This design comes from an exercise in tuning for small area, a short achievable clock period and few clock cycles on the open sky130 flow, not from production work. The RTL was checked by simulation tests, not by an equivalence proof against the original design. The clock port is modelled as an ideal driver; clocking choices that lean on that would not hold on a real chip. Power figures rest on the tool's default switching activity, not on a simulated workload.

File: flow/config.mk
export PLATFORM = sky130hd
export DESIGN_NAME = gpu_property_tlv_parser
export DESIGN_NICKNAME = gpu_property_tlv_parser
export VERILOG_FILES = /design/flow/design.v
export SDC_FILE = /design/flow/constraint.sdc
export NUM_CORES = 4
export LEC_CHECK = 0
export CAP_MARGIN = 20
export CORE_MARGIN = 2
export CORE_UTILIZATION = 40
export CTS_CLUSTER_DIAMETER = 60
export CTS_CLUSTER_SIZE = 25
export PLACE_DENSITY = 0.45
export SETUP_SLACK_MARGIN = 2.9
export SLEW_MARGIN = 20
File: flow/constraint.sdc
create_clock -name core_clock -period 5.0 [get_ports {clock}]
set_input_delay 1.0000 -clock core_clock [delete_from_list [all_inputs] [get_ports {clock}]]
set_output_delay 1.0000 -clock core_clock [all_outputs]
set_load 0.01 [all_outputs]
File: flow/design.v
package gptlv_pkg;
   localparam int unsigned NumFields = 10;
   localparam logic [6:0] IdProduct  = 7'd1;
   localparam logic [6:0] IdVersion  = 7'd2;
   localparam logic [6:0] IdMinorRev = 7'd3;
   localparam logic [6:0] IdMajorRev = 7'd4;
   localparam logic [6:0] IdFreq     = 7'd6;
   localparam logic [6:0] IdMemory   = 7'd12;
   localparam logic [6:0] IdShader   = 7'd25;
   localparam logic [6:0] IdTiler    = 7'd26;
   localparam logic [6:0] IdL2       = 7'd27;
   localparam logic [6:0] IdEngines  = 7'd82;
   localparam logic [1:0] STATUS_OK         = 2'd0;
   localparam logic [1:0] STATUS_TRUNCATED  = 2'd1;
   localparam logic [1:0] STATUS_NO_PRODUCT = 2'd2;
endpackage
module gpu_property_tlv_parser (
   input  logic         clock,
   input  logic         reset,
   input  logic         req_tvalid,
   output logic         req_tready,
   input  logic [7:0]   req_tdata,
   input  logic         req_tlast,
   output logic         rsp_tvalid,
   input  logic         rsp_tready,
   output logic [399:0] rsp_tdata,
   output logic [1:0]   rsp_tuser
);
   logic        val_ff;       
   logic [2:0]  pos_ff;       
   logic [1:0]  len_ff;       
   logic [6:0]  idlo_ff;      
   logic        hiz_ff;       
   logic [7:0][7:0] acc_ff;   
   logic [9:0]  lsel_ff;      
   logic        seen_ff;      
   logic        fin_ff;       
   logic        trunc_ff;     
   logic        busy_ff;      
   logic        clr_ff;       
   logic        p2_ff;        
   logic        p2st_ff;      
   logic        rvalid_ff;
   logic [1:0]  status_ff;
   logic        rdy_ff;
   logic [399:0] store_ff;
   logic        accept, tl_acc, hand, pres;
   logic [2:0]  last_pos;
   logic        val_done;
   logic        val_d;
   logic        busy_d, p2_d;
   logic [9:0]  match;
   logic [9:0]  csel;         
   logic        trunc_now;
   assign accept = req_tvalid && rdy_ff;
   assign tl_acc = accept && req_tlast;
   assign hand   = rvalid_ff && rsp_tready;
   assign pres   = p2_ff && (clr_ff || !busy_ff);
   always_comb begin
      case (len_ff)
         2'd0:    last_pos = 3'd0;
         2'd1:    last_pos = 3'd1;
         2'd2:    last_pos = 3'd3;
         default: last_pos = 3'd7;
      endcase
   end
   assign val_done  = val_ff && (pos_ff == last_pos);
   assign trunc_now = val_ff ? !val_done : (pos_ff[1:0] == 2'd3);
   always_comb begin
      match = '0;
      if (hiz_ff) begin
         case (idlo_ff)
            gptlv_pkg::IdProduct:  match[0] = 1'b1;
            gptlv_pkg::IdVersion:  match[1] = 1'b1;
            gptlv_pkg::IdMinorRev: match[2] = 1'b1;
            gptlv_pkg::IdMajorRev: match[3] = 1'b1;
            gptlv_pkg::IdFreq:     match[4] = 1'b1;
            gptlv_pkg::IdMemory:   match[5] = 1'b1;
            gptlv_pkg::IdShader:   match[6] = 1'b1;
            gptlv_pkg::IdTiler:    match[7] = 1'b1;
            gptlv_pkg::IdL2:       match[8] = 1'b1;
            gptlv_pkg::IdEngines:  match[9] = 1'b1;
            default: ;
         endcase
      end
   end
   assign csel = clr_ff ? 10'd0 : lsel_ff;
   always_comb begin
      val_d = val_ff;
      if (reset) val_d = 1'b0;
      else if (accept) begin
         if (req_tlast) val_d = 1'b0;
         else if (val_ff) val_d = !val_done;
         else val_d = (pos_ff[1:0] == 2'd3);
      end
   end
   always_comb begin
      busy_d = busy_ff;
      p2_d   = p2_ff;
      if (reset) begin
         busy_d = 1'b0;
         p2_d   = 1'b0;
      end else begin
         if (tl_acc && !busy_ff) busy_d = 1'b1;
         else if (pres) busy_d = 1'b1;
         else if (clr_ff) busy_d = 1'b0;
         if (tl_acc && busy_ff) p2_d = 1'b1;
         else if (pres) p2_d = 1'b0;
      end
   end
   always_ff @(posedge clock) begin
      if (reset) begin
         val_ff <= 1'b0;
         pos_ff <= '0;
      end else if (accept) begin
         val_ff <= val_d;
         if (req_tlast) begin
            pos_ff <= '0;
         end else if (val_ff) begin
            pos_ff <= val_done ? 3'd0 : pos_ff + 3'd1;
         end else begin
            pos_ff <= (pos_ff[1:0] == 2'd3) ? 3'd0 : pos_ff + 3'd1;
         end
      end
   end
   always_ff @(posedge clock) begin
      if (accept && !val_ff) begin
         case (pos_ff[1:0])
            2'd0: begin
               len_ff       <= req_tdata[1:0];
               idlo_ff[5:0] <= req_tdata[7:2];
            end
            2'd1: begin
               idlo_ff[6] <= req_tdata[0];
               hiz_ff     <= (req_tdata[7:1] == 7'd0);
            end
            default: hiz_ff <= hiz_ff && (req_tdata == 8'd0);
         endcase
      end
   end
   logic [7:0] acc_din;
   assign acc_din = (val_ff && !reset) ? req_tdata : 8'd0;
   for (genvar i = 0; i < 8; i++) begin : g_lane
      always_ff @(posedge clock) begin
         if (reset || !val_ff || (accept && pos_ff == 3'(i))) acc_ff[i] <= acc_din;
      end
   end
   always_ff @(posedge clock) begin
      if (reset) begin
         lsel_ff <= '1;
         fin_ff  <= 1'b0;
         seen_ff <= 1'b0;
      end else begin
         lsel_ff <= (accept && val_done) ? match : 10'd0;
         if (hand) lsel_ff <= '1;
         fin_ff  <= tl_acc && !busy_ff;
         if (fin_ff) seen_ff <= 1'b0;
         else if (csel[0]) seen_ff <= 1'b1;
      end
      trunc_ff <= trunc_now;
   end
   always_ff @(posedge clock) begin
      if (reset) begin
         rvalid_ff <= 1'b0;
         clr_ff    <= 1'b1;
         rdy_ff    <= 1'b1;
      end else begin
         if (fin_ff || pres) rvalid_ff <= 1'b1;
         else if (hand) rvalid_ff <= 1'b0;
         clr_ff <= hand;
         rdy_ff <= !p2_d && !(busy_d && val_d);
      end
      busy_ff <= busy_d;
      p2_ff   <= p2_d;
      if (tl_acc && busy_ff) p2st_ff <= trunc_now;
      if (fin_ff) begin
         if (trunc_ff) status_ff <= gptlv_pkg::STATUS_TRUNCATED;
         else if (seen_ff || csel[0]) status_ff <= gptlv_pkg::STATUS_OK;
         else status_ff <= gptlv_pkg::STATUS_NO_PRODUCT;
      end else if (pres) begin
         status_ff <= p2st_ff ? gptlv_pkg::STATUS_TRUNCATED : gptlv_pkg::STATUS_NO_PRODUCT;
      end
   end
   logic [63:0] src;
   logic [9:0]  load;
   assign src  = acc_ff;
   assign load = lsel_ff;
   always_ff @(posedge clock) begin
      if (load[0]) store_ff[31:0]    <= src[31:0];
      if (load[1]) store_ff[47:32]   <= src[15:0];
      if (load[2]) store_ff[63:48]   <= src[15:0];
      if (load[3]) store_ff[79:64]   <= src[15:0];
      if (load[4]) store_ff[111:80]  <= src[31:0];
      if (load[5]) store_ff[175:112] <= src;
      if (load[6]) store_ff[239:176] <= src;
      if (load[7]) store_ff[303:240] <= src;
      if (load[8]) store_ff[367:304] <= src;
      if (load[9]) store_ff[399:368] <= src[31:0];
   end
   assign req_tready = rdy_ff;
   assign rsp_tvalid = rvalid_ff;
   assign rsp_tuser  = status_ff;
   assign rsp_tdata  = store_ff;
endmodule
File: flow/run.sh
#!/bin/bash
# synth_recipe.tcl (not shown) runs the flow's synth.tcl, then flattens the netlist and writes it again
# the make line also repeats each setting of config.mk as NAME=value (left out here)
make -C /OpenROAD-flow-scripts/flow DESIGN_CONFIG=/design/flow/config.mk WORK_HOME=/design/flow/orfs CLKGATE_MAP_FILE= SYNTH_SCRIPT=/design/flow/synth_recipe.tcl finish
==> impl_metrics.ini, run 1 <==
[worst_setup_path]
path_delay_family = flip-flops
critical_path_class = reg -> out
critPathMaxStageDelay_ps = 400
crit_path_cell_trace = buf_2
r2r-start = pos_ff[2]
path_max_fanout = 1
ff2ff_setup_slack_ps = 2980
crit_buf_inv = 1
r2r-end = lsel_ff[7]
r2r_cells = 5
crit_slowest_cell = edfxtp_1
worstSetupStartpointType = register
critPathArrivalTime_ps = 1080
critPathRequiredTime_ps = 4000
crit_path_start = store_ff[377]
end_kind = output pin

[worst_hold_path]
worstHoldEndpoint = rvalid_ff
min_path_cells = 2
holdCritPathClass = reg -> reg
hold_start = rvalid_ff

[logic_synthesis]
synth_nets = 647
syn_inst = 627
synthTopCellsByArea = edfxtp_1 92%, dfxtp_1 2.8%, ha_1 0.56%, nand2_1 0.51%, and2_1 0.40%
synth.top_cell.area_share_pct = 92.1
yosysSeqAreaShare_pct = 95.0
yosysWarnings = 1
netlist_area_sq_um = 15500
ys_types = 37
synth_top_cell_by_area = edfxtp_1
synth-seq-cells = 499
postSynthAreaPerCell_sq_um = 24.8

[final_layout]
areaGrowthSynthToFinish_pct = 26.7
drive_gt1_share_pct = 44.6
num_antenna_cells = 0
layout.nets = 1103

[outcome]
status = finished clean

[clocking]
cts_tree = yes
root_buffer = clkbuf_16
insertion_delay_ps = 530
cts_buffers = 37
cts.sink_count = 499
clkTransAtPathRegs_ps = 90
htreeDepth = 2
ctsHoldBuffers = 0
clk_path_buf_depth = 3

[power]
leakage_uw = 0.00801
vdd_drop_max_v = 0.000302
finalPower_uw = 8070
cellPowerDensity_nw_per_um2 = 410

[job]
drv_cap = 0

[timing]
fin_skew_ps = 19.3
worstMarginPinSlew_ps = 994
setup_viol = 0
rsz0062_at_grt = true
fmax_mhz = 480
relSlewSlack_pct = 33.7
finalCriticalPeriod_ps = 2080
fin_hold_ws_ps = 515
finalHoldViolCount = 0
fin_crit_sh_pct = 41.7
drv_slew = 0
final.setup.tns_ps = 0

[drt]
routed_via_density = 4.66
initialDrtViolationCount = 545
routedWlPerCell_um = 25.0
via_count = 7577
drtPass1Iterations = 4
drc = 0
ant_nets = 0
wirelength_um = 40700

[place]
port_buffers = 416
dpl.hpwl_um = 27300
place_congestion = 0.773

[floorplan]
initial_core_util_pct = 40.4
core.rowCount = 72
io_pins = 417
die-area_sq_um = 40500
die_h_um = 201
core_sq_um = 38500
die_w_um = 201

[global_route]
grt_max_degree = 47
grt_pass1_vias = 7563
grt_pass1_wl_um = 57800
grt_overflow = 0
antenna_found_initial = 0
grt.total_usage_pct = 19.9
==> cells in the final DEF, fill, tap and decap left out, types with 2 or more instances in the layout <==
master and n:
nor2_1 7, dfxtp_1 14, clkbuf_16 37, and2_1 9, inv_8 2, nand2_2 4
nand2_1 17, nor4_1 3, nor3_1 5, clkinv_4 4, buf_4 6, a21oi_1 10
clkbuf_1 6, dfxtp_2 3, clkdlybuf4s50_1 11, ha_1 7, clkinv_2 3, buf_6 9
or2_2 2, o21ai_1 8, nor3b_1 3, buf_12 2, o41ai_1 3, nand4b_1 3
nor2b_1 2, buf_2 395, clkinv_8 3, nand3_1 5, inv_1 8, edfxtp_1 477
o31ai_1 2, inv_6 8, dfxtp_4 5
==> routing by layer <==
metal  track usage, %  routed length, um  up-vias  part of all wire [%]
li1                 -                  -     3403                     -
met1             26.1              17100     3848                    42
met2             33.1              20100      274                    49
met3             5.39               2610       52                   6.4
met4             5.16                888        0                   2.2
met5                0                  0        -                     0
==> tightest hold or removal path: cells and delay by family, from the launching register on <==
kind,cells,cell delay (ps)
compound gates,1,70
flops,1,340
simple gates,1,70
==> cells by family after synthesis <==
family	after synthesis	synth area share, %
AOI/OAI and AO/OA	32	1.44
adders and majority gates	7	0.563
muxes	1	0.0724
and+or+nand+nor	72	2.58
buffers and inverters	16	0.386
DFF	499	95.0
==> report_power, final <==
| part | switching (uW) | total, uW | internal [uW] |
|---|---|---|---|
| Clock | 1470 | 2910 | 1430 |
| Sequential | 94.7 | 4810 | 4710 |
| Combinational | 234 | 359 | 125 |
| Total | 1800 | 8070 | 6270 |
==> metrics by stage <==
stage | worst slack (ps) | cell area, sq um | std cells | util (%)
floorplan | 2900 | 15600 | 627 | -
finish | 2920 | 19700 | 1627 | 51.2
CTS | 2880 | 19600 | 1626 | 51.0
detailed placement | 1410 | 20400 | 1558 | 53.0
global route | 2870 | 19700 | 1627 | 51.2
global placement | 1510 | 20400 | 1558 | 53.0
==> flip-flops by register name, summed over array words and instances, names as in the netlist, 2 cells and up <==
| name | count |
|---|---|
| lsel_ff | 10 |
| acc_ff | 64 |
| pos_ff | 3 |
| store_ff | 400 |
| len_ff | 2 |
| status_ff | 2 |
| idlo_ff | 7 |
==> timing repair <==
action	in CTS	in global routing
buffers inserted	3	0
pin swaps	0	1
setup endpoints to repair	548	98
gates resized for setup	1630	16
==> worst max path at each step <==
stage | to | slack, ps | depth (start not counted)
2_1_floorplan | store_ff[112] | 2900 | 0
3_3_place_gp | acc_ff[26] | 1510 | 3
3_5_place_dp | acc_ff[26] | 1410 | 3
4_1_cts | rsp_tdata[78] | 2880 | 1
5_1_grt | rsp_tdata[241] | 2870 | 1
6_report | rsp_tdata[377] | 2920 | 1
==> synthesized netlist by cell type (all sizes together) <==
| cell | number |
|---|---|
| o41ai | 3 |
| a21oi | 10 |
| and2 | 10 |
| o2bb2ai | 1 |
| or2 | 2 |
| a22o | 1 |
| or4b | 1 |
| edfxtp | 477 |
| nor4 | 4 |
| a21o | 1 |
| a2111oi | 1 |
| mux2 | 1 |
| dfxtp | 22 |
| or4 | 2 |
| nand2b | 1 |
| ha | 7 |
| and3 | 1 |
| nand2 | 21 |
| nand4bb | 1 |
| clkbuf | 8 |
| nor2 | 7 |
| nor3b | 4 |
| nand3b | 1 |
| nand3 | 5 |
| o31ai | 2 |
| nor3 | 5 |
| a211oi | 1 |
| o21ai | 10 |
| a31oi | 1 |
| nand4 | 1 |
| nor2b | 3 |
| nand4b | 3 |
| inv | 8 |
| a2bb2oi | 1 |
==> area by class of cell <==
type | instances | area (sq um)
tap | 518 | 648
fill | 3217 | 18800
multi-input combinational | 112 | 759
sequential | 499 | 14800
clock buffer | 43 | 948
clock inverter | 22 | 214
inverter | 8 | 30.0
timing repair buffer | 425 | 2310
Testbench counts, summed over its fixed seeds: cycles 28,137.
==> run 2: changes to the inputs <==
--- a/flow/design.v
+++ b/flow/design.v
@@ -138,11 +138,9 @@
          endcase
       end
    end
-   logic [7:0] acc_din;
-   assign acc_din = (val_ff && !reset) ? req_tdata : 8'd0;
    for (genvar i = 0; i < 8; i++) begin : g_lane
       always_ff @(posedge clock) begin
-         if (reset || !val_ff || (accept && pos_ff == 3'(i))) acc_ff[i] <= acc_din;
+         if (accept && val_ff && pos_ff == 3'(i)) acc_ff[i] <= req_tdata;
       end
    end
    always_ff @(posedge clock) begin
@@ -183,7 +181,12 @@
    end
    logic [63:0] src;
    logic [9:0]  load;
-   assign src  = acc_ff;
+   for (genvar b = 0; b < 8; b++) begin : g_src
+      logic keep;
+      assign keep = !clr_ff && (len_ff == 2'd3 || (len_ff == 2'd2 && b < 4) ||
+                                (len_ff == 2'd1 && b < 2) || b == 0);
+      assign src[8*b +: 8] = keep ? acc_ff[b] : 8'd0;
+   end
    assign load = lsel_ff;
    always_ff @(posedge clock) begin
       if (load[0]) store_ff[31:0]    <= src[31:0];
==> flow/flow/run.sh (new file) <==
#!/bin/bash
# Standard ORFS layout, with one change after clock tree synthesis
# (post_cts.tcl): the tree's root buffer, which only relays the clock port to
# the first branching buffers, is removed so that the port drives those
# buffers directly. This takes one buffer stage off every register's clock
# path alike; the clock tree below it is untouched.
set -euo pipefail
bash standard.sh "POST_CTS_TCL=$PWD/flow/post_cts.tcl" finish > standard_flow.log 2>&1
==> flow/flow/post_cts.tcl (new file) <==
set block [ord::get_db_block]
set port_net [[$block findBTerm clock] getNet]
set sinks [$port_net getITerms]
if {[llength $sinks] == 1} {
  set root [[lindex $sinks 0] getInst]
  set out_net [[$root findITerm X] getNet]
  set loads {}
  foreach it [$out_net getITerms] {
    if {[$it getInst] != $root} { lappend loads $it }
  }
  if {[llength $loads] <= 4 && [[$root getMaster] getName] eq "sky130_fd_sc_hd__clkbuf_16"} {
    puts "post_cts: bypassing root buffer [$root getName] ([llength $loads] loads)"
    [$root findITerm A] disconnect
    [$root findITerm X] disconnect
    foreach it $loads {
      $it disconnect
      $it connect $port_net
    }
    odb::dbInst_destroy $root
    odb::dbNet_destroy $out_net
    estimate_parasitics -placement
    repair_timing_helper
    detailed_placement
    check_placement -verbose
    estimate_parasitics -placement
    report_clock_latency
  }
}
==> flow/standard.sh (new file) <==
#!/bin/bash
# synth_recipe.tcl (not shown) runs the flow's synth.tcl, then flattens the netlist and writes it again
# the make line also repeats each setting of config.mk as NAME=value (left out here)
make -C /OpenROAD-flow-scripts/flow DESIGN_CONFIG=/design/flow/config.mk WORK_HOME=/design/flow/orfs CLKGATE_MAP_FILE= SYNTH_SCRIPT=/design/flow/synth_recipe.tcl "${@:-finish}"
--- a/flow/config.mk
+++ b/flow/config.mk
@@ -10,6 +10,5 @@
 export CORE_UTILIZATION = 40
 export CTS_CLUSTER_DIAMETER = 60
 export CTS_CLUSTER_SIZE = 25
-export PLACE_DENSITY = 0.45
-export SETUP_SLACK_MARGIN = 2.9
+export SETUP_SLACK_MARGIN = 3.3
 export SLEW_MARGIN = 20
removed: flow/run.sh
==> impl_metrics.ini, run 2 <==
[drt]
wirelength_um = 42000
ant_nets = 0
initialDrtViolationCount = 519
drtPass1Iterations = 5
via_count = 8139
routedWlPerCell_um = 24.6
drc = 0
routed_via_density = 4.76

[logic_synthesis]
ys_dominant_reg_cell = edfxtp_1
synthTopCellsByArea = edfxtp_1 90%, dfxtp_1 2.8%, and3_1 1.6%, and2_1 1.0%, ha_1 0.55%
synth_nets = 707
synth_edf_count = 477
postSynthAreaPerCell_sq_um = 23.2
syn_inst = 687
synth_top_cell_by_area = edfxtp_1
synth.top_cell.area_share_pct = 89.8
synth_common_cells = 477 x edfxtp_1, 40 x and3_1, 26 x and2_1, 22 x dfxtp_1, 13 x clkbuf_1
synth.most_common_cell = edfxtp_1
netlist_area_sq_um = 16000
ys_types = 38
yosysWarnings = 1
synth-seq-cells = 499
yosysSeqAreaShare_pct = 92.5
async_flop_share_pct = 0

[global_route]
grt_max_degree = 38
grt_pass1_vias = 8118
grt.total_usage_pct = 19.7
antenna_found_initial = 1
grt_pass1_wl_um = 58600
grt_overflow = 0

[floorplan]
die_h_um = 204
die_w_um = 204
initial_core_util_pct = 40.3
core_sq_um = 39500
core.rowCount = 73
io_pins = 417
die-area_sq_um = 41500

[final_layout]
final_cell_area_sq_um = 20500
layout.nets = 1177
most-common-layout-cells = 477 x edfxtp_1, 393 x buf_2, 36 x clkbuf_16
reg_top3 = store_ff: 400 flops, acc_ff: 64 flops, lsel_ff: 10 flops
largest_reg_flops = 400
layout_commonest_cell = edfxtp_1
regMostFlops = store_ff
areaGrowthSynthToFinish_pct = 28.7
drive_gt1_share_pct = 47.1

[power]
finalPower_uw = 8410
leakage_uw = 0.00821
cellPowerDensity_nw_per_um2 = 410
vdd_drop_max_v = 0.000310

[worst_setup_path]
r2r_cells = 6
worstSetupStartpointType = register
path_delay_family = flip-flops
critPathRequiredTime_ps = 4000
crit_buf_inv = 1
critPathArrivalTime_ps = 1030
end_kind = output pin
crit_slowest_cell = edfxtp_1
crit_path_cell_trace = buf_2
critical_path_class = reg -> out
cp.depth = 1
path_max_fanout = 1
critPathMaxStageDelay_ps = 480

[timing]
worstMarginPinSlew_ps = 1040
fin_crit_sh_pct = 40.5
relSlewSlack_pct = 30.6
fin_skew_ps = 28.1
drv_slew = 0
final.setup.tns_ps = 0
fin_hold_ws_ps = 509
setup_viol = 0
finalHoldViolCount = 0
fmax_mhz = 493
finalCriticalPeriod_ps = 2030
rsz0062_at_grt = true

[worst_hold_path]
min_path_cells = 2
holdCritPathClass = reg -> reg

[clocking]
insertion_delay_ps = 370
cts_tree = yes
cts.sink_count = 499
clkTransAtPathRegs_ps = 80

[place]
port_buffers = 416
place_area_sq_um = 20800
dpl.hpwl_um = 27500
place_congestion = 0.796

[job]
drv_cap = 0

[outcome]
status = finished clean
==> run 2: cell types whose count changed after synthesis, sizes merged, moves of 4 or more <==
cell / previous run / this run
and2: 10 / 26
nor3: 5 / 10
nand3b: 1 / 5
nand2: 21 / 8
o31ai: 2 / 7
o21ai: 10 / 2
and3: 1 / 43
nor2b: 3 / 10
clkbuf: 8 / 13
==> run 2: area by class of cell <==
cell class | count | area [sq um]
Antenna cell | 1 | 2.50
Clock buffer | 41 | 920
Clock inverter | 22 | 293
Fill cell | 3203 | 19000
Inverter | 9 | 33.8
Multi-Input combinational cell | 166 | 1370
Sequential cell | 499 | 14800
Tap cell | 525 | 657
Timing Repair Buffer | 446 | 2470
==> run 2: logic make-up after synthesis <==
kind of cell,Yosys count,synth area share [%]
flops,499,92.5
simple gates,124,4.69
compound gates,31,1.49
buf+inv,25,0.682
fa+ha+maj,7,0.549
mux,1,0.0706
==> run 2: worst paths after layout <==
| kind | startpoint | slack, ps | to |
|---|---|---|---|
| max | store_ff[23] | 2970 | rsp_tdata[23] |
| min | busy_ff | 510 | p2_ff |
| max reg2reg | len_ff[1] | 3220 | p2st_ff |
| min reg2reg | busy_ff | 510 | p2_ff |
==> run 2: per-layer routing <==
layer | global-route usage [%] | vias to the layer above | routed length [um] | part of all wire (%)
met1 | 26.6 | 4133 | 17500 | 42
met4 | 6.10 | 0 | 1050 | 2.5
met2 | 32.2 | 295 | 20700 | 49
met3 | 3.93 | 61 | 2740 | 6.5
li1 | - | 3650 | - | -
met5 | 0 | - | 0 | 0
==> run 2: stage by stage <==
stage / util, % / cells / setup WS (ps)
2_1_floorplan: - / 687 / 3080
3_3_place_gp: 52.7 / 1619 / 2320
3_5_place_dp: 52.7 / 1619 / 2250
5_1_grt: 51.9 / 1709 / 2950
6_report: 51.9 / 1709 / 2970
==> run 2: where the power goes <==
part           leakage [uW]  total [uW]  switching [uW]  internal [uW]
sequential          0.00501        4910             111           4800
clock              0.000582        2980            1430           1550
combinational       0.00262         519             343            176
Testbench counts of run 2, summed over its fixed seeds: cycles 28,137.
==> run 3: changes to the inputs <==
--- a/flow/config.mk
+++ b/flow/config.mk
@@ -7,8 +7,9 @@
 export LEC_CHECK = 0
 export CAP_MARGIN = 20
 export CORE_MARGIN = 2
-export CORE_UTILIZATION = 40
+export CORE_UTILIZATION = 55
 export CTS_CLUSTER_DIAMETER = 60
 export CTS_CLUSTER_SIZE = 25
-export SETUP_SLACK_MARGIN = 3.3
+export PLACE_DENSITY = 0.65
+export SETUP_SLACK_MARGIN = 3.1
 export SLEW_MARGIN = 20
==> impl_metrics.ini, run 3 <==
[logic_synthesis]
synth-seq-cells = 499
ys_dominant_reg_cell = edfxtp_1
netlist_area_sq_um = 16000
synth_top_cell_by_area = edfxtp_1
synth_fa_ha_area_share_pct = 0.549
ys_types = 38
muxShareOfSynthArea_pct = 0.0706
yosysWarnings = 1
synth_compound_area_share_pct = 1.49
synthTopCellsByArea = edfxtp_1 90%, dfxtp_1 2.8%, and3_1 1.6%, and2_1 1.0%, ha_1 0.55%
synth_nets = 707
syn_inst = 687
synth_top_family_by_area = simple AND/OR/NAND/NOR gates
synth_edf_count = 477
synth_common_cells = 477 x edfxtp_1, 40 x and3_1, 26 x and2_1, 22 x dfxtp_1, 13 x clkbuf_1
postSynthAreaPerCell_sq_um = 23.2
yosysSeqAreaShare_pct = 92.5
synth.top_cell.area_share_pct = 89.8
async_flop_share_pct = 0
synth_xor_xnor_area_share_pct = 0
synth.most_common_cell = edfxtp_1
yosys.area_share.simple_pct = 4.69

[worst_setup_path]
cp.depth = 1
end_kind = output pin
critPathRequiredTime_ps = 4000
crit_path_cell_trace = buf_2
crit_path_start = store_ff[384]
critical_path_class = reg -> out
crit_slowest_cell = edfxtp_1
r2r_cells = 2
path_max_fanout = 1
crit_buf_inv = 1
r2r-start = clr_ff
critPathArrivalTime_ps = 1030
path_delay_family = flip-flops
critPathMaxStageDelay_ps = 430
worstSetupStartpointType = register

[final_layout]
regMostFlops = store_ff
layout_commonest_cell = edfxtp_1
drive_gt1_share_pct = 43.3
areaGrowthSynthToFinish_pct = 24.2
most-common-layout-cells = 477 x edfxtp_1, 393 x buf_2, 34 x and3_1
layout.nets = 1147
instances_no_fill = 1535
largest_reg_flops = 400
num_antenna_cells = 0
reg_top3 = store_ff: 400 flops, acc_ff: 64 flops, lsel_ff: 10 flops

[timing]
fin_crit_sh_pct = 40.6
finalCriticalPeriod_ps = 2030
setup_viol = 0
relSlewSlack_pct = 25.5
worstMarginPinSlew_ps = 1120
rsz0062_at_grt = true
fmax_mhz = 492
final.setup.tns_ps = 0
fin_skew_ps = 17.5
drv_slew = 0
finalHoldViolCount = 0

[power]
vdd_drop_max_v = 0.000292
finalPower_uw = 8030
cellPowerDensity_nw_per_um2 = 405
leakage_uw = 0.00797

[global_route]
grt.total_usage_pct = 24.3
grt_overflow = 0
antenna_found_initial = 0
grt_pass1_wl_um = 54200
grt_max_degree = 65
grt_pass1_vias = 7872

[drt]
routedWlPerCell_um = 24.8
drtPass1Iterations = 4
initialDrtViolationCount = 759
wirelength_um = 38100
routed_via_density = 5.31
via_count = 8151
ant_nets = 0
drc = 0

[floorplan]
core.rowCount = 62
die_w_um = 174
core_sq_um = 28600
initial_core_util_pct = 55.7
die_h_um = 174
die-area_sq_um = 30400
io_pins = 417

[place]
place_congestion = 0.823
dpl.hpwl_um = 24300
numPlacedInstances = 1471
port_buffers = 416

[clocking]
clkTransAtPathRegs_ps = 90
cts_tree = yes
cts.sink_count = 499
insertion_delay_ps = 450

[worst_hold_path]
holdCritPathClass = reg -> reg
hold_start = busy_ff
min_path_cells = 2

[job]
drv_cap = 0

[outcome]
status = finished clean
[run 3: cell types whose count changed in the layout (fill, tap and decap cells not counted), sizes merged, moves of 2 or more]
cell / delta
clkinv: +5
dlymetal6s2s: +2
clkdlybuf4s15: -2
buf: -23
clkdlybuf4s50: +5
clkbuf: -16
[run 3: worst paths after layout]
path	end	slack, ps
setup / recovery	rsp_tdata[384]	2970
hold / removal	p2_ff	500
setup reg to reg	store_ff[153]	3190
hold reg to reg	p2_ff	500
[run 3: per-stage QoR]
stage | hold slack (ps) | setup WS, ps | instance area [sq um] | utilization [%]
floorplan | 452 | 3080 | 16000 | -
finish | 500 | 2970 | 19800 | 69.2
global route | 525 | 2930 | 19800 | 69.2
detailed placement | 481 | 2170 | 20600 | 71.9
global placement | 477 | 2190 | 20600 | 71.9
[run 3: cells by family (layout without fill, tap and decap cells)]
group	count (synthesis)	after routing
fa+ha+maj	7	7
simple gates	124	125
mux	1	1
buf+inv	25	488
compound gates	31	31
flops	499	499
[run 3: power breakdown]
group	total, uW	leakage (uW)	internal, uW	switching (uW)
Combinational	456	0.00247	163	293
Clock	2620	0.000498	1240	1380
Sequential	4950	0.00501	4800	148
Total	8030	0.00797	6200	1820
[run 3: cell type report]
cell class	instances	area, sq um
clock inverter	25	300
timing repair buffer	424	2300
fill	1944	8810
sequential	499	14800
inverter	9	33.8
multi-input combinational	164	1190
tap	384	480
clock buffer	30	729
[run 3: metal layers]
| metal | GRT usage (%) | wire, um | up-vias |
|---|---|---|---|
| met2 | 41.4 | 19500 | 363 |
| met1 | 31.7 | 14600 | 4145 |
| li1 | - | - | 3579 |
| met5 | 0 | 0 | - |
| met4 | 7.67 | 1190 | 0 |
| met3 | 5.16 | 2870 | 64 |
==> run 4: changes to the inputs <==
--- a/flow/config.mk
+++ b/flow/config.mk
@@ -7,9 +7,9 @@
 export LEC_CHECK = 0
 export CAP_MARGIN = 20
 export CORE_MARGIN = 2
-export CORE_UTILIZATION = 55
+export CORE_UTILIZATION = 40
 export CTS_CLUSTER_DIAMETER = 60
 export CTS_CLUSTER_SIZE = 25
-export PLACE_DENSITY = 0.65
+export PLACE_DENSITY = 0.45
 export SETUP_SLACK_MARGIN = 3.1
 export SLEW_MARGIN = 20
==> impl_metrics.ini, run 4 <==
[clocking]
cts_tree = yes
insertion_delay_ps = 380
clkTransAtPathRegs_ps = 80
cts.sink_count = 499

[timing]
rsz0062_at_grt = true
finalCriticalPeriod_ps = 1940
finalWorstSetupSlack_ps = 3060
setup_viol = 0
fin_crit_sh_pct = 38.7
drv_slew = 0
finalHoldViolCount = 0
fin_hold_ws_ps = 487
fin_skew_ps = 23.2
relSlewSlack_pct = 30.4
worstMarginPinSlew_ps = 1040
fmax_mhz = 516
final.setup.tns_ps = 0

[floorplan]
io_pins = 417
core.rowCount = 73
die-area_sq_um = 41500
die_h_um = 204
initial_core_util_pct = 40.3
die_w_um = 204
core_sq_um = 39500

[worst_setup_path]
r2r_cells = 5
critPathMaxStageDelay_ps = 400
crit_path_cell_trace = buf_2
worstSetupStartpointType = register
crit_buf_inv = 1
critPathArrivalTime_ps = 940
critical_path_class = reg -> out
critPathRequiredTime_ps = 4000
cp.depth = 1
end_kind = output pin
path_max_fanout = 1
path_delay_family = flip-flops
crit_slowest_cell = edfxtp_1

[final_layout]
largest_reg_flops = 400
layout_commonest_cell = edfxtp_1
layout.nets = 1158
nFillCells = 3282
seqCellArea_sq_um = 14800
most-common-layout-cells = 477 x edfxtp_1, 383 x buf_2, 38 x clkbuf_16
reg_top3 = store_ff: 400 flops, acc_ff: 64 flops, lsel_ff: 10 flops
multiInputGateArea_sq_um = 1180
drive_gt1_share_pct = 43.7
regMostFlops = store_ff
instances_no_fill = 1693
areaGrowthSynthToFinish_pct = 26.8

[global_route]
grt_pass1_wl_um = 57800
grt_pass1_vias = 7886
grt_overflow = 0
antenna_found_initial = 0
grt.total_usage_pct = 19.4
grt_max_degree = 49

[logic_synthesis]
synth.most_common_cell = edfxtp_1
synthTopCellsByArea = edfxtp_1 90%, dfxtp_1 2.8%, and3_1 1.6%, and2_1 1.0%, ha_1 0.55%
synth_top_cell_by_area = edfxtp_1
synth_edf_count = 477
postSynthAreaPerCell_sq_um = 23.2
synth.top_cell.area_share_pct = 89.8
async_flop_share_pct = 0
yosysSeqAreaShare_pct = 92.5
ys_dominant_reg_cell = edfxtp_1
ys_types = 38
synth_common_cells = 477 x edfxtp_1, 40 x and3_1, 26 x and2_1, 22 x dfxtp_1, 13 x clkbuf_1
yosysWarnings = 1
synth_nets = 707
synth-seq-cells = 499
netlist_area_sq_um = 16000
syn_inst = 687

[drt]
routedWlPerCell_um = 24.6
ant_nets = 0
drtPass1Iterations = 4
drc = 0
initialDrtViolationCount = 523
via_count = 8170
routed_via_density = 4.83
wirelength_um = 41700

[worst_hold_path]
min_path_cells = 2
holdCritPathClass = reg -> reg

[power]
vdd_drop_max_v = 0.000241
cellPowerDensity_nw_per_um2 = 413
leakage_uw = 0.00809

[place]
dpl.hpwl_um = 27100
place_ws_ps = 2130
port_buffers = 416
place_congestion = 0.762
numPlacedInstances = 1617

[outcome]
status = finished clean

[job]
drv_cap = 0
## run 4: layout make-up
| cell class | count | area share, % |
|---|---|---|
| antenna | 1 | 0.0124 |
| clock buffer | 41 | 4.75 |
| clock inverter | 26 | 1.22 |
| inverter | 9 | 0.167 |
| multi-input combinational | 164 | 5.85 |
| sequential | 499 | 73.1 |
| tap | 525 | 3.25 |
| timing repair buffer | 428 | 11.7 |
## run 4: cell families after synthesis
group / share of synthesized area [%]
buffers and inverters: 0.682
multiplexers: 0.0706
flip-flops: 92.5
adder cells (fa/ha/maj): 0.549
AND/OR/NAND/NOR: 4.69
AO/OA/AOI/OAI: 1.49
## run 4: metrics by stage
stage / cell area (sq um) / utilization (%) / power [uW]
after floorplan: 16000 / - / 5180
after global placement: 20800 / 52.5 / 5690
after detailed placement: 20800 / 52.6 / 5700
after global routing: 20200 / 51.2 / 8620
final: 20200 / 51.2 / 8350
## run 4: power breakdown
part,internal (uW),switching [uW]
Clock,1500,1430
Combinational,169,331
Sequential,4800,121
## run 4: path summary, 6_finish.rpt
kind	end	startpoint	slack, ps
worst max register to register	lsel_ff[6]	len_ff[1]	3160
worst min-delay path	p2_ff	busy_ff	490
worst max-delay path	rsp_tdata[184]	store_ff[184]	3060
worst min register to register	p2_ff	busy_ff	490
## run 4: routing by layer
metal | up-vias | GRT usage (%) | routed length, um
met5 | - | 0 | 0
li1 | 3607 | - | -
met2 | 310 | 31.2 | 20000
met1 | 4192 | 25.7 | 17400
met4 | 0 | 5.50 | 1070
met3 | 61 | 5.64 | 3220
==> run 5: changes to the inputs <==
--- a/flow/config.mk
+++ b/flow/config.mk
@@ -7,9 +7,9 @@
 export LEC_CHECK = 0
 export CAP_MARGIN = 20
 export CORE_MARGIN = 2
-export CORE_UTILIZATION = 40
+export CORE_UTILIZATION = 30
 export CTS_CLUSTER_DIAMETER = 60
 export CTS_CLUSTER_SIZE = 25
-export PLACE_DENSITY = 0.45
-export SETUP_SLACK_MARGIN = 3.1
+export PLACE_DENSITY = 0.35
+export SETUP_SLACK_MARGIN = 3.15
 export SLEW_MARGIN = 20
==> impl_metrics.ini, run 5 <==
[clocking]
clkTransAtPathRegs_ps = 80
insertion_delay_ps = 390
cts.sink_count = 499
cts_tree = yes

[place]
place_ws_ps = 2180
place_congestion = 0.727
dpl.hpwl_um = 30400
port_buffers = 416

[timing]
fin_crit_sh_pct = 39.3
finalCriticalPeriod_ps = 1970
relSlewSlack_pct = 40.1
finalHoldViolCount = 0
final.setup.tns_ps = 0
fin_skew_ps = 13.1
worstMarginPinSlew_ps = 898
setup_viol = 0
drv_slew = 0
fin_hold_ws_ps = 497
finalWorstSetupSlack_ps = 3030
rsz0062_at_grt = true
fmax_mhz = 509

[power]
cellPowerDensity_nw_per_um2 = 424
power_switching_uw = 2070
clockPowerShare_pct = 38.2
vdd_drop_max_v = 0.000255
finalPower_uw = 8820
comb_power_share_pct = 6.2
leakage_uw = 0.00826
power_frac_seq_pct = 55.6
internal_power_uw = 6750
switching_share_pct = 23.5

[job]
drv_cap = 0

[floorplan]
core.rowCount = 84
io_pins = 417
die-area_sq_um = 55100
die_h_um = 235
core_sq_um = 52600
initial_core_util_pct = 30.4
die_w_um = 235

[global_route]
grt_max_degree = 43
grt_overflow = 0
grt.total_usage_pct = 16.8
antenna_found_initial = 0
grt_pass1_wl_um = 66300
grt_pass1_vias = 8346

[worst_setup_path]
crit_path_cell_trace = buf_6
crit_buf_inv = 1
critPathRequiredTime_ps = 4000
end_kind = output pin
path_max_fanout = 1
crit_slowest_cell = edfxtp_1
critPathMaxStageDelay_ps = 430
path_delay_family = flip-flops
worstSetupStartpointType = register
critPathArrivalTime_ps = 970
critical_path_class = reg -> out
ff2ff_setup_slack_ps = 3220

[outcome]
status = finished clean

[final_layout]
areaGrowthSynthToFinish_pct = 30.4
drive_gt1_share_pct = 45.4
num_antenna_cells = 0
layout.nets = 1173
regMostFlops = store_ff
reg_top3 = store_ff: 400 flops, acc_ff: 64 flops, lsel_ff: 10 flops
most-common-layout-cells = 477 x edfxtp_1, 379 x buf_2, 44 x clkbuf_16
layout_commonest_cell = edfxtp_1
finalCoreUtilization_pct = 39.6
largest_reg_flops = 400

[drt]
routed_via_density = 4.34
wirelength_um = 47400
routedWlPerCell_um = 25.3
drc = 0
via_count = 8132
initialDrtViolationCount = 340
drtPass1Iterations = 4
ant_nets = 0

[logic_synthesis]
ys_types = 38
synth_top_cell_by_area = edfxtp_1
postSynthAreaPerCell_sq_um = 23.2
synth-seq-cells = 499
synthTopCellsByArea = edfxtp_1 90%, dfxtp_1 2.8%, and3_1 1.6%, and2_1 1.0%, ha_1 0.55%
syn_inst = 687
netlist_area_sq_um = 16000
synth.most_common_cell = edfxtp_1
synth_common_cells = 477 x edfxtp_1, 40 x and3_1, 26 x and2_1, 22 x dfxtp_1, 13 x clkbuf_1
async_flop_share_pct = 0
synth.top_cell.area_share_pct = 89.8
yosysWarnings = 1
ys_dominant_reg_cell = edfxtp_1
synth_edf_count = 477
yosysSeqAreaShare_pct = 92.5
synth_nets = 707

[worst_hold_path]
holdCritPathClass = reg -> reg
[run 5: changes by cell type in the layout (fill, tap and decap cells not counted), moves of 3 or more]
| cell | change |
|---|---|
| buf_2 | -4 |
| clkbuf_16 | +6 |
| buf_4 | +7 |
| clkinv_1 | -3 |
| dfxtp_1 | -4 |
| inv_6 | -4 |
| inv_8 | +3 |
| buf_6 | +6 |
[run 5: logic make-up (layout without fill, tap and decap cells)]
kind of cell	Yosys count	in the layout	synth area share, %
AOI/OAI and AO/OA	31	31	1.49
adders and majority gates	7	7	0.549
buffers and inverters	25	524	0.682
DFF	499	499	92.5
muxes	1	1	0.0706
and+or+nand+nor	124	125	4.69
[run 5: path summary, 6_finish.rpt]
path	start	end	cells past startpoint
worst max-delay path	store_ff[16]	rsp_tdata[16]	1
worst max register to register	pos_ff[2]	lsel_ff[0]	5
worst min register to register	busy_ff	p2_ff	2
worst min-delay path	busy_ff	p2_ff	2
[run 5: cell type report]
class	instances	area, sq um
clock buffer	51	1150
clock inverter	27	289
fill	4902	31700
inverter	9	33.8
multi-input combinational	164	1210
sequential	499	14800
tap	688	861
timing repair buffer	437	2470
[run 5: worst min-delay path, delay by kind of cell (launching register included)]
family,cells,cell delay (ps)
simple gates,2,110
flops,1,350
[run 5: stage by stage]
stage | cells | instance area (sq um)
2_1_floorplan | 687 | 16000
3_3_place_gp | 1782 | 21000
3_5_place_dp | 1782 | 21000
5_1_grt | 1875 | 20800
6_report | 1875 | 20800
[run 5: power groups by stage]
stage          clock (uW)  sequential, uW  combinational (uW)
6_report             3370            4900                 547
3_5_place_dp            0            5020                 706
2_1_floorplan           0            5110                64.4
5_1_grt              3610            4930                 587
3_3_place_gp            0            5020                 713
[run 5: metal layers]
metal / GRT usage [%] / wire (um)
met2: 27.1 / 22600
met4: 5.08 / 1170
met5: 0 / 0
met1: 22.3 / 20500
met3: 4.29 / 3080
==> run 6: changes to the inputs <==
--- a/flow/design.v
+++ b/flow/design.v
@@ -32,7 +32,7 @@
    logic [6:0]  idlo_ff;      
    logic        hiz_ff;       
    logic [7:0][7:0] acc_ff;   
-   logic [9:0]  lsel_ff;      
+   logic        cm_ff;        
    logic        seen_ff;      
    logic        fin_ff;       
    logic        trunc_ff;     
@@ -84,7 +84,7 @@
          endcase
       end
    end
-   assign csel = clr_ff ? 10'd0 : lsel_ff;
+   assign csel = cm_ff ? match : 10'd0;
    always_comb begin
       val_d = val_ff;
       if (reset) val_d = 1'b0;
@@ -145,12 +145,11 @@
    end
    always_ff @(posedge clock) begin
       if (reset) begin
-         lsel_ff <= '1;
+         cm_ff   <= 1'b0;
          fin_ff  <= 1'b0;
          seen_ff <= 1'b0;
       end else begin
-         lsel_ff <= (accept && val_done) ? match : 10'd0;
-         if (hand) lsel_ff <= '1;
+         cm_ff   <= accept && val_done;
          fin_ff  <= tl_acc && !busy_ff;
          if (fin_ff) seen_ff <= 1'b0;
          else if (csel[0]) seen_ff <= 1'b1;
@@ -187,7 +186,7 @@
                                 (len_ff == 2'd1 && b < 2) || b == 0);
       assign src[8*b +: 8] = keep ? acc_ff[b] : 8'd0;
    end
-   assign load = lsel_ff;
+   assign load = csel | {10{clr_ff}};
    always_ff @(posedge clock) begin
       if (load[0]) store_ff[31:0]    <= src[31:0];
       if (load[1]) store_ff[47:32]   <= src[15:0];
--- a/flow/config.mk
+++ b/flow/config.mk
@@ -7,9 +7,8 @@
 export LEC_CHECK = 0
 export CAP_MARGIN = 20
 export CORE_MARGIN = 2
-export CORE_UTILIZATION = 30
+export CORE_UTILIZATION = 40
 export CTS_CLUSTER_DIAMETER = 60
 export CTS_CLUSTER_SIZE = 25
-export PLACE_DENSITY = 0.35
-export SETUP_SLACK_MARGIN = 3.15
+export SETUP_SLACK_MARGIN = 3.3
 export SLEW_MARGIN = 20
==> impl_metrics.ini, run 6 <==
[logic_synthesis]
ys_types = 49
synth.most_common_cell = edfxtp_1
ys_dominant_reg_cell = edfxtp_1
yosysSeqAreaShare_pct = 92.3
synthTopCellsByArea = edfxtp_1 91%, dfxtp_1 1.6%, and3_1 1.4%, and2_1 0.99%, ha_1 0.55%
synth_nets = 696
synth.top_cell.area_share_pct = 90.7
postSynthAreaPerCell_sq_um = 23.4
syn_inst = 676
synth_top_cell_by_area = edfxtp_1
synth-seq-cells = 490
synth_edf_count = 477
yosysWarnings = 1
netlist_area_sq_um = 15800
async_flop_share_pct = 0
synth_common_cells = 477 x edfxtp_1, 36 x and3_1, 25 x and2_1, 14 x clkbuf_1, 13 x dfxtp_1

[place]
port_buffers = 416
numPlacedInstances = 1601
place_congestion = 0.766
dpl.hpwl_um = 26500

[floorplan]
initial_core_util_pct = 40.7
die_w_um = 203
core_sq_um = 38800
die_h_um = 203
io_pins = 417
die-area_sq_um = 41100
core.rowCount = 72

[global_route]
grt_overflow = 0
antenna_found_initial = 0
grt.total_usage_pct = 23.0
grt_pass1_vias = 8914
grt_pass1_wl_um = 66700
grt_max_degree = 49

[timing]
setup_viol = 0
worstMarginPinSlew_ps = 933
fin_crit_sh_pct = 41.4
drv_slew = 0
finalHoldViolCount = 0
fin_skew_ps = 20.0
fmax_mhz = 483
final.setup.tns_ps = 0
relSlewSlack_pct = 37.6
finalCriticalPeriod_ps = 2070
rsz0062_at_grt = true

[final_layout]
finalCoreUtilization_pct = 58.2
multiInputGateArea_sq_um = 1840
nFillCells = 2939
drive_gt1_share_pct = 52.8
layout_commonest_cell = edfxtp_1
reg_top3 = store_ff: 400 flops, acc_ff: 64 flops, idlo_ff: 7 flops
instances_no_fill = 1794
regMostFlops = store_ff
layout.nets = 1272
largest_reg_flops = 400
areaGrowthSynthToFinish_pct = 43.1
most-common-layout-cells = 477 x edfxtp_1, 397 x buf_2, 39 x clkbuf_16
num_antenna_cells = 0
seqCellArea_sq_um = 14600

[power]
switching_share_pct = 23.3
leakage_uw = 0.00917
comb_power_share_pct = 9.6
internal_power_uw = 6590
cellPowerDensity_nw_per_um2 = 380
vdd_drop_max_v = 0.000358
clockPowerShare_pct = 34.7
power_frac_seq_pct = 55.7
power_switching_uw = 2000

[clocking]
cts_tree = yes
cts.sink_count = 490
clkTransAtPathRegs_ps = 80
insertion_delay_ps = 370

[worst_setup_path]
critPathMaxStageDelay_ps = 410
path_max_fanout = 5
crit_path_frequent_cell = buf_12
critPathArrivalTime_ps = 2150
worstSetupStartpointType = register
critPathRequiredTime_ps = 5080
crit_path_cell_trace = and4bb_2 -> nand4b_1 -> buf_6 -> o21ai_4 -> buf_6 -> buf_12 -> buf_12 -> buf_12 -> buf_16
critical_path_class = reg -> reg
crit_buf_inv = 6
path_delay_family = buffers and inverters
end_kind = register
crit_slowest_cell = edfxtp_1

[drt]
via_count = 8962
wirelength_um = 48400
initialDrtViolationCount = 519
routedWlPerCell_um = 27.0
routed_via_density = 5.00
drtPass1Iterations = 5
drc = 0
ant_nets = 0

[job]
drv_cap = 0

[outcome]
status = finished clean

[worst_hold_path]
holdCritPathClass = reg -> reg
-- run 6: cell types whose count changed after synthesis, moves of 3 or more --
cell      previous run  this run
o31ai_1              6         3
nand4b_1             0         3
and4_1               0         3
nand3b_1             5         1
dfxtp_1             22        13
nor3_1               9         2
inv_1                9         6
and3_1              40        36
-- run 6: final cells by class --
cell class	count	share of cell area [%]
Sequential cell	490	64.6
Clock inverter	22	1.34
Timing Repair Buffer	535	18.9
Tap cell	518	2.87
Inverter	6	0.116
Multi-Input combinational cell	183	8.16
Clock buffer	40	4.10
-- run 6: worst paths after layout --
path                                 start             to  slack [ps]  depth (start not counted)
worst min register to register     busy_ff          p2_ff         520                          2
worst min-delay path               busy_ff          p2_ff         520                          2
worst max register to register  idlo_ff[5]  store_ff[316]        2930                          9
worst max-delay path            idlo_ff[5]  store_ff[316]        2930                          9
-- run 6: tightest hold or removal path, stage by stage (launching register included) --
cell and delay, ps:
dfxtp_1 370, nand2_1 80, nor2_1 30
-- run 6: kinds of logic (layout without fill, tap and decap cells) --
logic type,count (synthesis),after routing,share of synthesized area [%]
AO/OA/AOI/OAI,29,29,1.38
adder cells (fa/ha/maj),7,7,0.554
buffers and inverters,22,603,0.539
flip-flops,490,490,92.3
multiplexers,1,1,0.0713
AND/OR/NAND/NOR,127,146,5.14
-- run 6: power by group through the flow --
stage,clock network (uW),registers [uW],logic (uW)
final,2980,4780,824
after global routing,3170,4800,863
after floorplan,0,4980,124
after global placement,0,4890,721
after detailed placement,0,4890,730
-- run 6: layer usage --
metal	routed length (um)	track usage (%)	vias to the layer above
li1	-	-	3865
met1	19900	29.9	4658
met2	24500	39.2	365
met3	2670	4.27	74
met4	1360	7.72	0
met5	0	0	-
-- run 6: through the flow --
step	hold slack, ps	total power, uW	cell area (sq um)	setup WS (ps)
2_1_floorplan	464	5100	16000	2470
3_3_place_gp	494	5610	20800	2330
3_5_place_dp	495	5620	20900	2400
5_1_grt	552	8830	22600	2900
6_report	520	8580	22600	2930
Testbench counts of run 6, summed over its fixed seeds: cycles 28,137.
==> run 7: changes to the inputs <==
--- a/flow/design.v
+++ b/flow/design.v
@@ -32,7 +32,7 @@
    logic [6:0]  idlo_ff;      
    logic        hiz_ff;       
    logic [7:0][7:0] acc_ff;   
-   logic        cm_ff;        
+   logic [9:0]  lsel_ff;      
    logic        seen_ff;      
    logic        fin_ff;       
    logic        trunc_ff;     
@@ -84,7 +84,7 @@
          endcase
       end
    end
-   assign csel = cm_ff ? match : 10'd0;
+   assign csel = clr_ff ? 10'd0 : lsel_ff;
    always_comb begin
       val_d = val_ff;
       if (reset) val_d = 1'b0;
@@ -145,11 +145,12 @@
    end
    always_ff @(posedge clock) begin
       if (reset) begin
-         cm_ff   <= 1'b0;
+         lsel_ff <= '1;
          fin_ff  <= 1'b0;
          seen_ff <= 1'b0;
       end else begin
-         cm_ff   <= accept && val_done;
+         lsel_ff <= (accept && val_done) ? match : 10'd0;
+         if (hand) lsel_ff <= '1;
          fin_ff  <= tl_acc && !busy_ff;
          if (fin_ff) seen_ff <= 1'b0;
          else if (csel[0]) seen_ff <= 1'b1;
@@ -186,7 +187,7 @@
                                 (len_ff == 2'd1 && b < 2) || b == 0);
       assign src[8*b +: 8] = keep ? acc_ff[b] : 8'd0;
    end
-   assign load = csel | {10{clr_ff}};
+   assign load = lsel_ff;
    always_ff @(posedge clock) begin
       if (load[0]) store_ff[31:0]    <= src[31:0];
       if (load[1]) store_ff[47:32]   <= src[15:0];
--- a/flow/flow/post_cts.tcl
+++ b/flow/flow/post_cts.tcl
@@ -8,7 +8,7 @@
   foreach it [$out_net getITerms] {
     if {[$it getInst] != $root} { lappend loads $it }
   }
-  if {[llength $loads] <= 4 && [[$root getMaster] getName] eq "sky130_fd_sc_hd__clkbuf_16"} {
+  if {[llength $loads] <= 4 && [string match "sky130_fd_sc_hd__clkbuf_*" [[$root getMaster] getName]]} {
     puts "post_cts: bypassing root buffer [$root getName] ([llength $loads] loads)"
     [$root findITerm A] disconnect
     [$root findITerm X] disconnect
--- a/flow/config.mk
+++ b/flow/config.mk
@@ -8,7 +8,9 @@
 export CAP_MARGIN = 20
 export CORE_MARGIN = 2
 export CORE_UTILIZATION = 40
+export CTS_BUF_LIST = sky130_fd_sc_hd__clkbuf_8
 export CTS_CLUSTER_DIAMETER = 60
-export CTS_CLUSTER_SIZE = 25
-export SETUP_SLACK_MARGIN = 3.3
+export CTS_CLUSTER_SIZE = 20
+export PLACE_DENSITY = 0.45
+export SETUP_SLACK_MARGIN = 3.1
 export SLEW_MARGIN = 20
==> impl_metrics.ini, run 7 <==
[outcome]
status = finished clean

[timing]
relSlewSlack_pct = 31.6
rsz0062_at_grt = true
final.setup.tns_ps = 0
worstMarginPinSlew_ps = 1030
fin_skew_ps = 24.9
finalCriticalPeriod_ps = 1980
drv_slew = 0
setup_viol = 0
fin_crit_sh_pct = 39.7
finalHoldViolCount = 0
fmax_mhz = 504

[worst_hold_path]
min_path_cells = 2
hold_start = busy_ff
holdCritPathClass = reg -> reg
worstHoldEndpoint = p2_ff

[worst_setup_path]
end_kind = output pin
crit_buf_inv = 1
crit_path_cell_trace = buf_2
path_delay_family = flip-flops
crit_slowest_cell = edfxtp_1
critical_path_class = reg -> out
critPathRequiredTime_ps = 4000
r2r-start = len_ff[1]
worstSetupStartpointType = register
critPathMaxStageDelay_ps = 420
r2r-end = lsel_ff[6]
path_max_fanout = 1
critPathArrivalTime_ps = 980
r2r_cells = 5
ff2ff_setup_slack_ps = 3160

[logic_synthesis]
ys_dominant_reg_cell = edfxtp_1
postSynthAreaPerCell_sq_um = 23.2
async_flop_share_pct = 0
synth_edf_count = 477
synth.top_cell.area_share_pct = 89.8
syn_inst = 687
synthTopCellsByArea = edfxtp_1 90%, dfxtp_1 2.8%, and3_1 1.6%, and2_1 1.0%, ha_1 0.55%
synth-seq-cells = 499
netlist_area_sq_um = 16000
synth_nets = 707
ys_types = 38
synth_common_cells = 477 x edfxtp_1, 40 x and3_1, 26 x and2_1, 22 x dfxtp_1, 13 x clkbuf_1
yosysWarnings = 1
synth_top_cell_by_area = edfxtp_1
yosysSeqAreaShare_pct = 92.5
synth.most_common_cell = edfxtp_1

[drt]
initialDrtViolationCount = 530
drc = 0
wirelength_um = 41600
via_count = 8174
ant_nets = 0
drtPass1Iterations = 5
routed_via_density = 4.83
routedWlPerCell_um = 24.6

[clocking]
cts_tree = yes
insertion_delay_ps = 410
cts.sink_count = 499
clkTransAtPathRegs_ps = 120

[place]
dpl.hpwl_um = 27100
port_buffers = 416
place_congestion = 0.762
place_area_sq_um = 20800

[floorplan]
die_w_um = 204
die_h_um = 204
core_sq_um = 39500
die-area_sq_um = 41500
initial_core_util_pct = 40.3
core.rowCount = 73
io_pins = 417

[power]
leakage_uw = 0.00791
cellPowerDensity_nw_per_um2 = 382
vdd_drop_max_v = 0.000252

[final_layout]
regMostFlops = store_ff
layout.nets = 1161
finalCoreUtilization_pct = 50.1
num_antenna_cells = 0
areaGrowthSynthToFinish_pct = 24.2
largest_reg_flops = 400
most-common-layout-cells = 477 x edfxtp_1, 383 x buf_2, 39 x clkbuf_8
reg_top3 = store_ff: 400 flops, acc_ff: 64 flops, lsel_ff: 10 flops
layout_commonest_cell = edfxtp_1
final_cell_area_sq_um = 19800
nFillCells = 3338
drive_gt1_share_pct = 43.7

[global_route]
gr-usage-met1_pct = 25.9
grt.total_usage_pct = 19.5
grt_pass1_vias = 7878
antenna_found_initial = 0
grt_overflow = 0
grt_pass1_wl_um = 57800
met2_usage_pct = 31.3
grt_max_degree = 45
top_usage_layer = met2
grt_util_met3_pct = 5.54

[job]
drv_cap = 0
## run 7: final cells by class
type | instances | area (sq um) | area share, %
clock buffer | 39 | 537 | 2.71
clock inverter | 24 | 220 | 1.11
inverter | 9 | 33.8 | 0.170
multi-input combinational | 164 | 1180 | 5.96
sequential | 499 | 14800 | 74.6
tap | 525 | 657 | 3.31
timing repair buffer | 431 | 2400 | 12.1
## run 7: how the worst max path moves through the flow
stage                   from        endpoint  slack, ps  cells past startpoint
6_report       store_ff[184]  rsp_tdata[184]       3020                      1
3_5_place_dp           reset      lsel_ff[5]       2130                      3
5_1_grt        store_ff[229]  rsp_tdata[229]       2960                      1
3_3_place_gp      req_tvalid      acc_ff[32]       2100                      4
2_1_floorplan     req_tvalid      idlo_ff[0]       3080                      4
## run 7: cells by family after synthesis
group | synth area share [%]
flip-flops | 92.5
AND/OR/NAND/NOR | 4.69
adder cells (fa/ha/maj) | 0.549
AO/OA/AOI/OAI | 1.49
buffers and inverters | 0.682
multiplexers | 0.0706
## run 7: worst register-to-register path, delay by kind of cell (launching register included)
kind            cells  cell delay [ps]
simple gates        2              560
flops               1              500
compound gates      2              490
buf+inv             1              200
## run 7: per-layer routing
metal	share of wire, %	routed length (um)
met5	0	0
met4	2.9	1200
met3	7.6	3180
met2	48	19800
met1	42	17400
## run 7: metrics by stage
stage | hold slack, ps | setup slack [ps] | power, uW | std cells
after floorplan | 452 | 3080 | 5180 | 687
after global placement | 476 | 2100 | 5690 | 1616
after detailed placement | 478 | 2130 | 5700 | 1617
after global routing | 492 | 2960 | 7830 | 1691
final | 484 | 3020 | 7580 | 1691
## run 7: power breakdown
part,switching (uW),total [uW],leakage (uW),internal [uW]
Clock,1320,2150,0.000383,833
Combinational,330,502,0.00252,172
Sequential,121,4920,0.00501,4800
Total,1770,7580,0.00791,5800
Testbench counts of run 7, summed over its fixed seeds: cycles 28,137.
==> run 8: changes to the inputs <==
--- a/flow/config.mk
+++ b/flow/config.mk
@@ -8,9 +8,8 @@
 export CAP_MARGIN = 20
 export CORE_MARGIN = 2
 export CORE_UTILIZATION = 40
-export CTS_BUF_LIST = sky130_fd_sc_hd__clkbuf_8
 export CTS_CLUSTER_DIAMETER = 60
-export CTS_CLUSTER_SIZE = 20
-export PLACE_DENSITY = 0.45
-export SETUP_SLACK_MARGIN = 3.1
+export CTS_CLUSTER_SIZE = 25
+export PLACE_DENSITY = 0.5
+export SETUP_SLACK_MARGIN = 3.2
 export SLEW_MARGIN = 20
==> impl_metrics.ini, run 8 <==
[outcome]
status = finished clean

[logic_synthesis]
async_flop_share_pct = 0
synth_common_cells = 477 x edfxtp_1, 40 x and3_1, 26 x and2_1, 22 x dfxtp_1, 13 x clkbuf_1
yosysSeqAreaShare_pct = 92.5
synth-seq-cells = 499
synth.top_cell.area_share_pct = 89.8
postSynthAreaPerCell_sq_um = 23.2
syn_inst = 687
ys_dominant_reg_cell = edfxtp_1
yosysWarnings = 1
synth_nets = 707
synthTopCellsByArea = edfxtp_1 90%, dfxtp_1 2.8%, and3_1 1.6%, and2_1 1.0%, ha_1 0.55%
synth_top_cell_by_area = edfxtp_1
synth.most_common_cell = edfxtp_1
ys_types = 38
netlist_area_sq_um = 16000
synth_edf_count = 477

[worst_setup_path]
path_delay_family = flip-flops
critPathArrivalTime_ps = 930
r2r-start = lsel_ff[8]
cp.depth = 1
critPathRequiredTime_ps = 4000
crit_slowest_cell = edfxtp_1
r2r_cells = 1
end_kind = output pin
critPathMaxStageDelay_ps = 410
crit_path_start = store_ff[197]
critical_path_class = reg -> out
crit_path_cell_trace = buf_2
crit_buf_inv = 1
ff2ff_setup_slack_ps = 3300
worstSetupStartpointType = register
path_max_fanout = 1

[floorplan]
core_sq_um = 39500
initial_core_util_pct = 40.3
io_pins = 417
die_h_um = 204
die_w_um = 204
core.rowCount = 73
die-area_sq_um = 41500

[power]
cellPowerDensity_nw_per_um2 = 411
leakage_uw = 0.00811
finalPower_uw = 8330
vdd_drop_max_v = 0.000321

[drt]
routed_via_density = 4.82
wirelength_um = 42700
routedWlPerCell_um = 25.2
ant_nets = 0
drc = 0
drtPass1Iterations = 5
via_count = 8153
initialDrtViolationCount = 480

[final_layout]
most-common-layout-cells = 477 x edfxtp_1, 383 x buf_2, 36 x clkbuf_16
seqCellArea_sq_um = 14800
reg_top3 = store_ff: 400 flops, acc_ff: 64 flops, lsel_ff: 10 flops
layout.nets = 1162
layout_commonest_cell = edfxtp_1
regMostFlops = store_ff
nFillCells = 3294
multiInputGateArea_sq_um = 1220
areaGrowthSynthToFinish_pct = 27.2
drive_gt1_share_pct = 44.6
largest_reg_flops = 400

[place]
dpl.hpwl_um = 27500
place_congestion = 0.786
place_ws_ps = 2240
port_buffers = 416

[timing]
final.setup.tns_ps = 0
fmax_mhz = 518
worstMarginPinSlew_ps = 1070
relSlewSlack_pct = 28.4
finalHoldViolCount = 0
fin_skew_ps = 13.4
fin_hold_ws_ps = 495
finalWorstSetupSlack_ps = 3070
fin_crit_sh_pct = 38.6
setup_viol = 0
rsz0062_at_grt = true
finalCriticalPeriod_ps = 1930
drv_slew = 0

[job]
drv_cap = 0

[global_route]
grt_util_met3_pct = 3.77
gr-usage-met1_pct = 25.7
grt_pass1_vias = 8148
grt_overflow = 0
top_usage_layer = met2
grt_max_degree = 40
grt_pass1_wl_um = 59700
antenna_found_initial = 1
grt.total_usage_pct = 20.0
met2_usage_pct = 34.0

[worst_hold_path]
holdCritPathClass = reg -> reg
min_path_cells = 2
hold_start = busy_ff

[clocking]
cts_tree = yes
clkTransAtPathRegs_ps = 80
cts.sink_count = 499
insertion_delay_ps = 370
==> run 8: cell counts after synthesis <==
No cell type changed its count.
==> run 8: final timing paths <==
check                    to
max          rsp_tdata[197]
min                   p2_ff
max reg2reg   store_ff[363]
min reg2reg           p2_ff
==> run 8: power by group <==
part | internal (uW) | switching (uW) | total [uW]
logic | 172 | 345 | 517
registers | 4800 | 112 | 4910
clock network | 1410 | 1490 | 2910
==> run 8: cell type report <==
| cell class | count | area share (%) |
|---|---|---|
| flip-flops and latches | 499 | 72.9 |
| repair buffers | 431 | 11.9 |
| multi-input cells | 165 | 6.02 |
| clock buffers | 36 | 4.44 |
| well taps | 525 | 3.24 |
| clock inverters | 27 | 1.37 |
| inverters | 9 | 0.166 |
| diodes | 1 | 0.0123 |
==> run 8: stage by stage <==
step | cells | utilization, % | instance area, sq um
after floorplan | 687 | - | 16000
after global placement | 1618 | 52.7 | 20800
after detailed placement | 1618 | 52.7 | 20800
after global routing | 1693 | 51.3 | 20300
final | 1693 | 51.3 | 20300
==> run 8: kinds of logic (layout without fill, tap and decap cells) <==
group / after synthesis / after routing / synth area share, %
DFF: 499 / 499 / 92.5
and+or+nand+nor: 124 / 126 / 4.69
AOI/OAI and AO/OA: 31 / 31 / 1.49
buffers and inverters: 25 / 503 / 0.682
adders and majority gates: 7 / 7 / 0.549
muxes: 1 / 1 / 0.0706
other: 0 / 1 / 0
==> run 8: layer usage <==
metal  share of wire [%]  up-vias  wire length [um]
met4                 3.4        0              1460
met3                 5.9       74              2510
met5                   0        -                 0
met1                  40     4184             17200
met2                  50      279             21500
li1                    -     3616                 -
==> run 9: changes to the inputs <==
--- a/flow/config.mk
+++ b/flow/config.mk
@@ -10,6 +10,6 @@
 export CORE_UTILIZATION = 40
 export CTS_CLUSTER_DIAMETER = 60
 export CTS_CLUSTER_SIZE = 25
-export PLACE_DENSITY = 0.5
-export SETUP_SLACK_MARGIN = 3.2
+export PLACE_DENSITY = 0.45
+export SETUP_SLACK_MARGIN = 2.85
 export SLEW_MARGIN = 20
==> impl_metrics.ini, run 9 <==
[worst_setup_path]
ff2ff_setup_slack_ps = 3090
crit_buf_inv = 1
cp.depth = 3
r2r-start = clr_ff
path_delay_family = simple AND/OR/NAND/NOR gates
critPathArrivalTime_ps = 2200
path_max_fanout = 16
r2r-end = store_ff[132]
crit_path_cell_trace = clkdlybuf4s50_1 -> and2_4 -> and3_2
critPathMaxStageDelay_ps = 560
critical_path_class = in -> reg
critPathRequiredTime_ps = 5060
worstSetupStartpointType = input port

[final_layout]
layout_commonest_cell = edfxtp_1
drive_gt1_share_pct = 43.9
areaGrowthSynthToFinish_pct = 26.6
most-common-layout-cells = 477 x edfxtp_1, 400 x buf_2, 38 x clkbuf_16
regMostFlops = store_ff
reg_top3 = store_ff: 400 flops, acc_ff: 64 flops, lsel_ff: 10 flops
seqCellArea_sq_um = 14800
num_antenna_cells = 0
layout.nets = 1156

[worst_hold_path]
hold_start = seen_ff
holdCritPathClass = reg -> reg
min_path_cells = 2

[power]
leakage_uw = 0.00807
finalPower_uw = 8520
power_switching_uw = 1930
power_frac_seq_pct = 57.6
vdd_drop_max_v = 0.000243
comb_power_share_pct = 5.9

[timing]
rsz0062_at_grt = true
drv_slew = 0
fin_skew_ps = 26.6
finalCriticalPeriod_ps = 2140
finalHoldViolCount = 0
worstMarginPinSlew_ps = 982
setup_viol = 0
final.setup.tns_ps = 0

[logic_synthesis]
synth_edf_count = 477
syn_inst = 687
synth_common_cells = 477 x edfxtp_1, 40 x and3_1, 26 x and2_1, 22 x dfxtp_1, 13 x clkbuf_1
ys_dominant_reg_cell = edfxtp_1
yosysWarnings = 1
synth-seq-cells = 499
netlist_area_sq_um = 16000
synth.top_cell.area_share_pct = 89.8
synthTopCellsByArea = edfxtp_1 90%, dfxtp_1 2.8%, and3_1 1.6%, and2_1 1.0%, ha_1 0.55%
yosysSeqAreaShare_pct = 92.5
synth_top_cell_by_area = edfxtp_1
ys_types = 38
synth_nets = 707
async_flop_share_pct = 0
synth.most_common_cell = edfxtp_1

[clocking]
clkTransAtPathRegs_ps = 70
cts_tree = yes
cts.sink_count = 499
insertion_delay_ps = 380

[floorplan]
die_h_um = 204
die-area_sq_um = 41500
core_sq_um = 39500
initial_core_util_pct = 40.3
die_w_um = 204

[outcome]
status = finished clean

[drt]
ant_nets = 0
routedWlPerCell_um = 24.7

[place]
place_congestion = 0.773
port_buffers = 416

[global_route]
antenna_found_initial = 0
grt_max_degree = 49
grt_overflow = 0
## run 9: cell families (layout without fill, tap and decap cells)
group	count (synthesis)	in the layout	share of synthesized area, %
fa+ha+maj	7	7	0.549
flops	499	499	92.5
buf+inv	25	503	0.682
mux	1	1	0.0706
simple gates	124	124	4.69
compound gates	31	31	1.49
## run 9: worst max-delay path by stage
stage	to	start	slack, ps
6_report	idlo_ff[3]	req_tvalid	2860
3_3_place_gp	acc_ff[7]	req_tvalid	1990
5_1_grt	pos_ff[2]	reset	2820
3_5_place_dp	acc_ff[3]	req_tvalid	2020
2_1_floorplan	store_ff[112]	lsel_ff[5]	2900
## run 9: layout make-up
| class | count | share of cell area (%) |
|---|---|---|
| timing repair buffer | 427 | 11.2 |
| sequential | 499 | 73.2 |
| inverter | 9 | 0.167 |
| multi-input combinational | 163 | 5.70 |
| clock buffer | 40 | 4.79 |
| tap | 525 | 3.25 |
| clock inverter | 27 | 1.67 |
## run 9: worst register-to-register path, stage by stage, from the launching register on
cell	delay [ps]
dfxtp_1	480
nor2b_4	730
and2_1	480
## run 9: power by group through the flow
stage	Combinational (uW)	Sequential [uW]	Clock, uW
final	500	4910	3120
after global routing	536	4930	3330
after detailed placement	677	5020	0
after global placement	681	5010	0
after floorplan	61.4	5120	0
## run 9: per-layer routing
| metal | track usage [%] | routed length, um |
|---|---|---|
| met1 | 25.7 | 17300 |
| met2 | 32.8 | 20500 |
| met5 | 0 | 0 |
| met3 | 4.04 | 2680 |
| met4 | 6.83 | 1270 |
## run 9: per-stage QoR
stage	std cells	utilization [%]	setup WS (ps)	hold slack [ps]	area [sq um]
5_1_grt	1690	51.1	2820	539	20200
6_report	1690	51.1	2860	508	20200
2_1_floorplan	687	-	2900	452	16000
3_3_place_gp	1618	52.5	1990	479	20800
3_5_place_dp	1618	52.5	2020	495	20800

Re-timed with assumed drivers on the ports (clkbuf_16 on the clock, buf_2 on other inputs), run 9 has 2.818 ns of setup slack against 2.860 ns with ideal ports, and 2.472 ns once port delays also move by the mid clock arrival of 0.477 ns.
